Source: an optimization exercise on an open RTL-to-GDS flow (aim: a short achievable clock period and few clock cycles). Production flows keep margins and buffers that such runs may drop.
The RTL was checked by simulation tests, not by an equivalence proof against the original design.
Power figures rest on the tool's default switching activity, not on a simulated workload.

==> flow/design.v (excerpt) <==
module mipsCpu (
	input logic clk,
	input logic rst,
	output logic [DATA_WIDTH-1:0] pc,
	output logic instReqValid,
	input logic instReqReady,
	input logic [DATA_WIDTH-1:0] instruction,
	input logic instValid,
	output logic instReady,
	output logic [DATA_WIDTH-1:0] address,
	output logic memWrite,
	output logic memRead,
	output logic [DATA_WIDTH-1:0] writeData,
	input logic memReqReady,
	input logic [DATA_WIDTH-1:0] readData,
	input logic readDataValid,
	output logic readDataReady,
	output logic rfWen,
	output logic [REG_ADDR_WIDTH-1:0] rfWaddr,
	output logic [DATA_WIDTH-1:0] rfWdata,
	output logic [DATA_WIDTH-1:0] retirePc
);
	logic [31:0] fpc, lastLink;
	logic [3:0] btbV;
	logic [29:0] btbTag [4];
	logic [29:0] btbTgt [4];
	logic [1:0] btbRr;
	logic [29:0] rqPc4 [4];  
	logic [3:0] rqBtb;
	logic [1:0] rqHead, rqTail;
	logic q0Btb, q1Btb, q2Btb;
	logic reqV;
	logic [2:0] outst, drop;
	logic q0V, q1V, q2V;
	logic [31:0] q0Ins, q1Ins, q2Ins, q0Pc4, q1Pc4, q2Pc4, q0Pt, q1Pt, q2Pt;
	logic eV, eUsesA, eUsesB, eWr, eIsLw, eIsSw, eIsJr;
	logic eSub, eSelAdd, eSelAnd, eSelOr, eSelXor, eSelSlt, eSelSltu, eSelSll, eSelSrl, eSelSra, eShv;
	logic [4:0] eRs, eRt, eRd, eShamt;
	logic [31:0] eOpA, eOpB, eImm, eAltTgt, eNpc;
	logic eMisEq, eMisNe;
	logic byA, waitA, byB, waitB;
	logic [1:0] posA, posB;
	logic mV, mIsLw, wV, wIsLw, rV, rIsLw, rOk;
	logic [4:0] mRd, wRd, rRd;
	logic [31:0] mRes, wRes, rRes, mNpc, wNpc, rNpc;
	logic mq0Rd, mq0Wr, mq1Rd, mq1Wr;
	logic [31:0] mq0Addr, mq0Data, mq1Addr, mq1Data;
	logic [31:0] ldq [4];
	logic [1:0] ldqHead, ldqTail;
	logic [2:0] ldqCnt;
	logic ldqEmpty;
	assign ldqEmpty = (ldqCnt == 3'd0);
	logic [31:0] ldqData;
	assign ldqData = ldq[ldqHead];
	assign pc = fpc;
	assign instReqValid = reqV;
	assign instReady = 1'b1;
	assign readDataReady = 1'b1;
	assign memRead = mq0Rd;
	assign memWrite = mq0Wr;
	assign address = mq0Addr;
	assign writeData = mq0Data;
	assign rfWen = rOk;
	assign rfWaddr = rRd;
	assign rfWdata = rRes;
	assign retirePc = rNpc;
	logic stallR, stallE, advE;
	assign stallR = rV & ~rOk;
	assign stallE = eV & (waitA | waitB | ((eIsLw | eIsSw) & (mq1Rd | mq1Wr)));
	assign advE = ~stallR & ~stallE;
	logic dUsesA, dUsesB, dWr, dIsLw, dIsSw, dIsBr, dIsBne, dIsJr, dIsJal;
  ...
Size in the first run: roughly 8500 cells after synthesis, roughly 2400 flip-flops, roughly 120000 um^2 of cells after synthesis.
Settings: LEC_CHECK=0, CAP_MARGIN=20, CORE_MARGIN=2, CORE_UTILIZATION=40, PLACE_DENSITY=0.45, SLEW_MARGIN=20; clock period 11.0 ns.
standard.sh (not shown) runs the stock make flow with config.mk's settings and CLKGATE_MAP_FILE= SYNTH_SCRIPT=/design/flow/synth_recipe.tcl, a recipe that flattens the netlist after the stock synthesis.
==> flow/flow/run.sh <==
#!/bin/bash
set -euo pipefail
bash standard.sh SETUP_SLACK_MARGIN=8 finish > make_finish.log 2>&1
Testbench counts at the start, summed over its fixed seeds: cycles 11,369.
Then changed:
--- a/flow/design.v
+++ b/flow/design.v
@@ -369,23 +369,29 @@
 	assign tgtIw = inIsJ ? jTgtI : inIsJr ? lastLink : inBtgt;
 	assign inTake = (inIsJ | inIsJr | (inPredT & ~inBtb)) & inLive;
 	assign lowN = inTake ? tgtIw : baseN;
 	assign edN = redirE ? tgtE : (dBtbBad ? dPc4 : dBtgt);
 	assign fpcN = redirED ? edN : lowN;
 	assign inQ = inLive;
 	logic inIsBr, inPredT, inBr;
 	logic [31:0] inBtgt;
 	assign inIsBr = (instruction[31:27] == 5'b00010);
 	assign inPredT = inIsBr & (instruction[15:0] != 16'd0) &
 		(instruction[15] | (instruction[26] ^ (instruction[25:21] == instruction[20:16])));
-	assign inBtgt = rpc4 + {{14{instruction[15]}}, instruction[15:0], 2'b00};
+	logic [16:0] inLo;
+	logic [13:0] hiP1, hiM1, inHi;
+	assign inLo = {1'b0, rpc4[17:2]} + {1'b0, instruction[15:0]};
+	assign hiP1 = rpc4[31:18] + 14'd1;
+	assign hiM1 = rpc4[31:18] - 14'd1;
+	assign inHi = instruction[15] ? (inLo[16] ? rpc4[31:18] : hiM1) : (inLo[16] ? hiP1 : rpc4[31:18]);
+	assign inBtgt = {inHi, inLo[15:0], 2'b00};
 	assign inBr = inLive & inPredT & ~inBtb;
 	assign redirI0 = inLive & (inIsJ | inIsJr) | inBr;
 	assign deq = q0V & advE;
 	assign outstN = outst + {2'b0, reqAcc} - {2'b0, instValid};
 	assign dropI = redirI0 ? outstN : (drop - {2'b0, instValid & (drop != 3'd0)});
 	logic a0V, a1V, a2V;
 	logic [31:0] a0Ins, a1Ins, a2Ins, a0Pc, a1Pc, a2Pc, a0Pt, a1Pt, a2Pt;
 	logic a0Btb, a1Btb, a2Btb;
 	logic [31:0] dPcm;
 	assign dPcm = q0Pc4 - 32'd4;
 	logic n0V, n1V, n2V;
@@ -460,69 +466,71 @@
 			btbTag[btbRr] <= dPcm[31:2];
 			btbTgt[btbRr] <= dBtgt[31:2];
 		end
 	end
 	always_ff @(posedge clk) begin
 		if (rst) begin
 			eV <= 1'b0;
 			eMisEq <= 1'b0;
 			eMisNe <= 1'b0;
 			waitA <= 1'b0;
 			waitB <= 1'b0;
+			byA <= 1'b0;
+			byB <= 1'b0;
 		end else begin
 			if (advE) begin
 				eV <= q0V & ~redirE;
 				eMisEq <= dIsBr & (dIsBne ? dPredT : (~dPredT & dOffNz));
 				eMisNe <= dIsJr | (dIsBr & (dIsBne ? (~dPredT & dOffNz) : dPredT));
 				byA <= dABy;
 				waitA <= dAWait;
 				posA <= dAPos;
 				byB <= dBBy;
 				waitB <= dBWait;
 				posB <= dBPos;
 			end else begin
-				if (stallR) begin
+				byA <= 1'b0;
+				if (byA)
+					eOpA <= mRes;
+				else if (stallR) begin
 					if (waitA & posA == 2'd2 & readDataValid) begin
 						eOpA <= readData;
 						waitA <= 1'b0;
 					end
-				end else if (byA) begin
-					eOpA <= mRes;
-					byA <= 1'b0;
 				end else if (waitA) begin
 					case (posA)
 						2'd0: posA <= 2'd1;
 						2'd1: begin
 							if (!ldqEmpty) begin
 								eOpA <= ldqData;
 								waitA <= 1'b0;
 							end else if (readDataValid) begin
 								eOpA <= readData;
 								waitA <= 1'b0;
 							end else
 								posA <= 2'd2;
 						end
 						default: begin
 							eOpA <= rRes;
 							waitA <= 1'b0;
 						end
 					endcase
 				end
-				if (stallR) begin
+				byB <= 1'b0;
+				if (byB)
+					eOpB <= mRes;
+				else if (stallR) begin
 					if (waitB & posB == 2'd2 & readDataValid) begin
 						eOpB <= readData;
 						waitB <= 1'b0;
 					end
-				end else if (byB) begin
-					eOpB <= mRes;
-					byB <= 1'b0;
 				end else if (waitB) begin
 					case (posB)
 						2'd0: posB <= 2'd1;
 						2'd1: begin
 							if (!ldqEmpty) begin
 								eOpB <= ldqData;
 								waitB <= 1'b0;
 							end else if (readDataValid) begin
 								eOpB <= readData;
 								waitB <= 1'b0;
 							end else
@@ -628,16 +636,16 @@
 			mIsLw <= eIsLw;
 			mRes <= aluRes;
 			mNpc <= eNpc;
 			wRd <= mRd;
 			wIsLw <= mIsLw;
 			wRes <= mRes;
 			wNpc <= mNpc;
 			rRd <= wRd;
 			rIsLw <= wIsLw;
 			rNpc <= wNpc;
 			rRes <= ~wIsLw ? wRes : ~ldqEmpty ? ldqData : readData;
-		end else if (readDataValid)
-			rRes <= readData;
+		end else
+			rRes <= readData;  
 	end
 endmodule
 `default_nettype wire
Result: Final cell count climbs slightly; clock power went up slightly; non-clock buffer count is higher by 118; wire length went up slightly; hold slack loses 16 ps; maximum frequency is higher by a few percent; setup slack gets better by 130 ps.
Testbench counts after the change, summed over its fixed seeds: cycles 11,369.

---

Setup of run A:
mipsCpu, a different RTL version from the one above (not shown whole).
For scale: about 120000 um^2 of cells after synthesis.
==> flow/design.v (excerpt) <==
module mipsCpu (
	input logic clk,
	input logic rst,
	output logic [DATA_WIDTH-1:0] pc,
	output logic instReqValid,
	input logic instReqReady,
	input logic [DATA_WIDTH-1:0] instruction,
	input logic instValid,
	output logic instReady,
	output logic [DATA_WIDTH-1:0] address,
	output logic memWrite,
	output logic memRead,
	output logic [DATA_WIDTH-1:0] writeData,
	input logic memReqReady,
	input logic [DATA_WIDTH-1:0] readData,
	input logic readDataValid,
	output logic readDataReady,
	output logic rfWen,
	output logic [REG_ADDR_WIDTH-1:0] rfWaddr,
	output logic [DATA_WIDTH-1:0] rfWdata,
	output logic [DATA_WIDTH-1:0] retirePc
);
export LEC_CHECK = 0
export CAP_MARGIN = 20
export CORE_MARGIN = 2
export CORE_UTILIZATION = 40
export PLACE_DENSITY = 0.45
export SLEW_MARGIN = 20
create_clock -name core_clock -period 11.0 [get_ports {clk}]
Scripts as last shown in full above: flow/flow/run.sh
Run A closes out successfully: all stages finished, all timing, DRC and antenna checks passed.
Testbench counts of run A, summed over its fixed seeds: cycles 11,369.
Edits applied to the flow inputs when going from run A to run D:
diff --git a/flow/design.v b/flow/design.v
--- a/flow/design.v
+++ b/flow/design.v
@@ -373,21 +373,15 @@
 	assign fpcN = redirED ? edN : lowN;
 	assign inQ = inLive;
 	logic inIsBr, inPredT, inBr;
 	logic [31:0] inBtgt;
 	assign inIsBr = (instruction[31:27] == 5'b00010);
 	assign inPredT = inIsBr & (instruction[15:0] != 16'd0) &
 		(instruction[15] | (instruction[26] ^ (instruction[25:21] == instruction[20:16])));
-	logic [16:0] inLo;
-	logic [13:0] hiP1, hiM1, inHi;
-	assign inLo = {1'b0, rpc4[17:2]} + {1'b0, instruction[15:0]};
-	assign hiP1 = rpc4[31:18] + 14'd1;
-	assign hiM1 = rpc4[31:18] - 14'd1;
-	assign inHi = instruction[15] ? (inLo[16] ? rpc4[31:18] : hiM1) : (inLo[16] ? hiP1 : rpc4[31:18]);
-	assign inBtgt = {inHi, inLo[15:0], 2'b00};
+	assign inBtgt = rpc4 + {{14{instruction[15]}}, instruction[15:0], 2'b00};
 	assign inBr = inLive & inPredT & ~inBtb;
 	assign redirI0 = inLive & (inIsJ | inIsJr) | inBr;
 	assign deq = q0V & advE;
 	assign outstN = outst + {2'b0, reqAcc} - {2'b0, instValid};
 	assign dropI = redirI0 ? outstN : (drop - {2'b0, instValid & (drop != 3'd0)});
 	logic a0V, a1V, a2V;
 	logic [31:0] a0Ins, a1Ins, a2Ins, a0Pc, a1Pc, a2Pc, a0Pt, a1Pt, a2Pt;
@@ -470,34 +464,36 @@
 	always_ff @(posedge clk) begin
 		if (rst) begin
 			eV <= 1'b0;
 			eMisEq <= 1'b0;
 			eMisNe <= 1'b0;
 			waitA <= 1'b0;
 			waitB <= 1'b0;
+			byA <= 1'b0;
+			byB <= 1'b0;
 		end else begin
 			if (advE) begin
 				eV <= q0V & ~redirE;
 				eMisEq <= dIsBr & (dIsBne ? dPredT : (~dPredT & dOffNz));
 				eMisNe <= dIsJr | (dIsBr & (dIsBne ? (~dPredT & dOffNz) : dPredT));
 				byA <= dABy;
 				waitA <= dAWait;
 				posA <= dAPos;
 				byB <= dBBy;
 				waitB <= dBWait;
 				posB <= dBPos;
 			end else begin
-				if (stallR) begin
+				byA <= 1'b0;
+				if (byA)
+					eOpA <= mRes;
+				else if (stallR) begin
 					if (waitA & posA == 2'd2 & readDataValid) begin
 						eOpA <= readData;
 						waitA <= 1'b0;
 					end
-				end else if (byA) begin
-					eOpA <= mRes;
-					byA <= 1'b0;
 				end else if (waitA) begin
 					case (posA)
 						2'd0: posA <= 2'd1;
 						2'd1: begin
 							if (!ldqEmpty) begin
 								eOpA <= ldqData;
 								waitA <= 1'b0;
@@ -509,22 +505,22 @@
 						end
 						default: begin
 							eOpA <= rRes;
 							waitA <= 1'b0;
 						end
 					endcase
 				end
-				if (stallR) begin
+				byB <= 1'b0;
+				if (byB)
+					eOpB <= mRes;
+				else if (stallR) begin
 					if (waitB & posB == 2'd2 & readDataValid) begin
 						eOpB <= readData;
 						waitB <= 1'b0;
 					end
-				end else if (byB) begin
-					eOpB <= mRes;
-					byB <= 1'b0;
 				end else if (waitB) begin
 					case (posB)
 						2'd0: posB <= 2'd1;
 						2'd1: begin
 							if (!ldqEmpty) begin
 								eOpB <= ldqData;
 								waitB <= 1'b0;
@@ -638,12 +634,12 @@
 			wIsLw <= mIsLw;
 			wRes <= mRes;
 			wNpc <= mNpc;
 			rRd <= wRd;
 			rIsLw <= wIsLw;
 			rNpc <= wNpc;
 			rRes <= ~wIsLw ? wRes : ~ldqEmpty ? ldqData : readData;
-		end else if (readDataValid)
-			rRes <= readData;
+		end else
+			rRes <= readData;  
 	end
 endmodule
 `default_nettype wire
==> comparison <==
byB as the worst setup path startpoint was reported by run A, and instruction[2] by run D. Count of flip-flops with a built-in enable after synthesis was lower in run D than in run A. Taking run A as the reference, in run D number of cells upsized or downsized after cts went up by about 3%, HPWL reported at the end of detailed placement went down by 0.97%, power in the clock group went down by about 2.3%, portion of the clock cycle consumed by the worst path in the final layout went down by 0.30 points. Run D: sequential share of cell area lower than run A.
Testbench counts of run D, summed over its fixed seeds: cycles 11,369.

-- static timing again, ports no longer ideal --
No port has a modelled driver above. Below, the same layouts with a new extraction and two added sets of constraints. Step 1 sets driving cells, clkbuf_16 on the clock port and buf_2 on the other inputs (assumed; they add their load-dependent delay and slew). Step 2 times the ports against the registers' clock, not the clock port: input delays grow and output delays shrink by t, the midpoint of the rising clock arrivals with the driver on. a / b / c = ideal / step 1 / step 2; a / b = the first two.
run	t, ns	setup slack, ns	slew at the worst register clock pin (ns)	worst slew at a driven data input, ns	pins driven straight from the clock port
the first run of note 1	1.016	6.899 / 6.899 / 6.005	0.07 / 0.07	0.25	1
the second run of note 1	1.009	7.026 / 7.061 / 6.053	0.07 / 0.07	0.23	1
run A	1.003	6.759 / 6.759 / 5.925	0.07 / 0.07	0.30	1
run D	1.029	6.792 / 6.855 / 5.826	0.07 / 0.07	0.24	1
After both steps setup and hold are still met in every run listed. For the second run of note 1, which loses most, drivers alone change the setup slack by +0.035 ns; drivers and shift together by -0.973 ns.
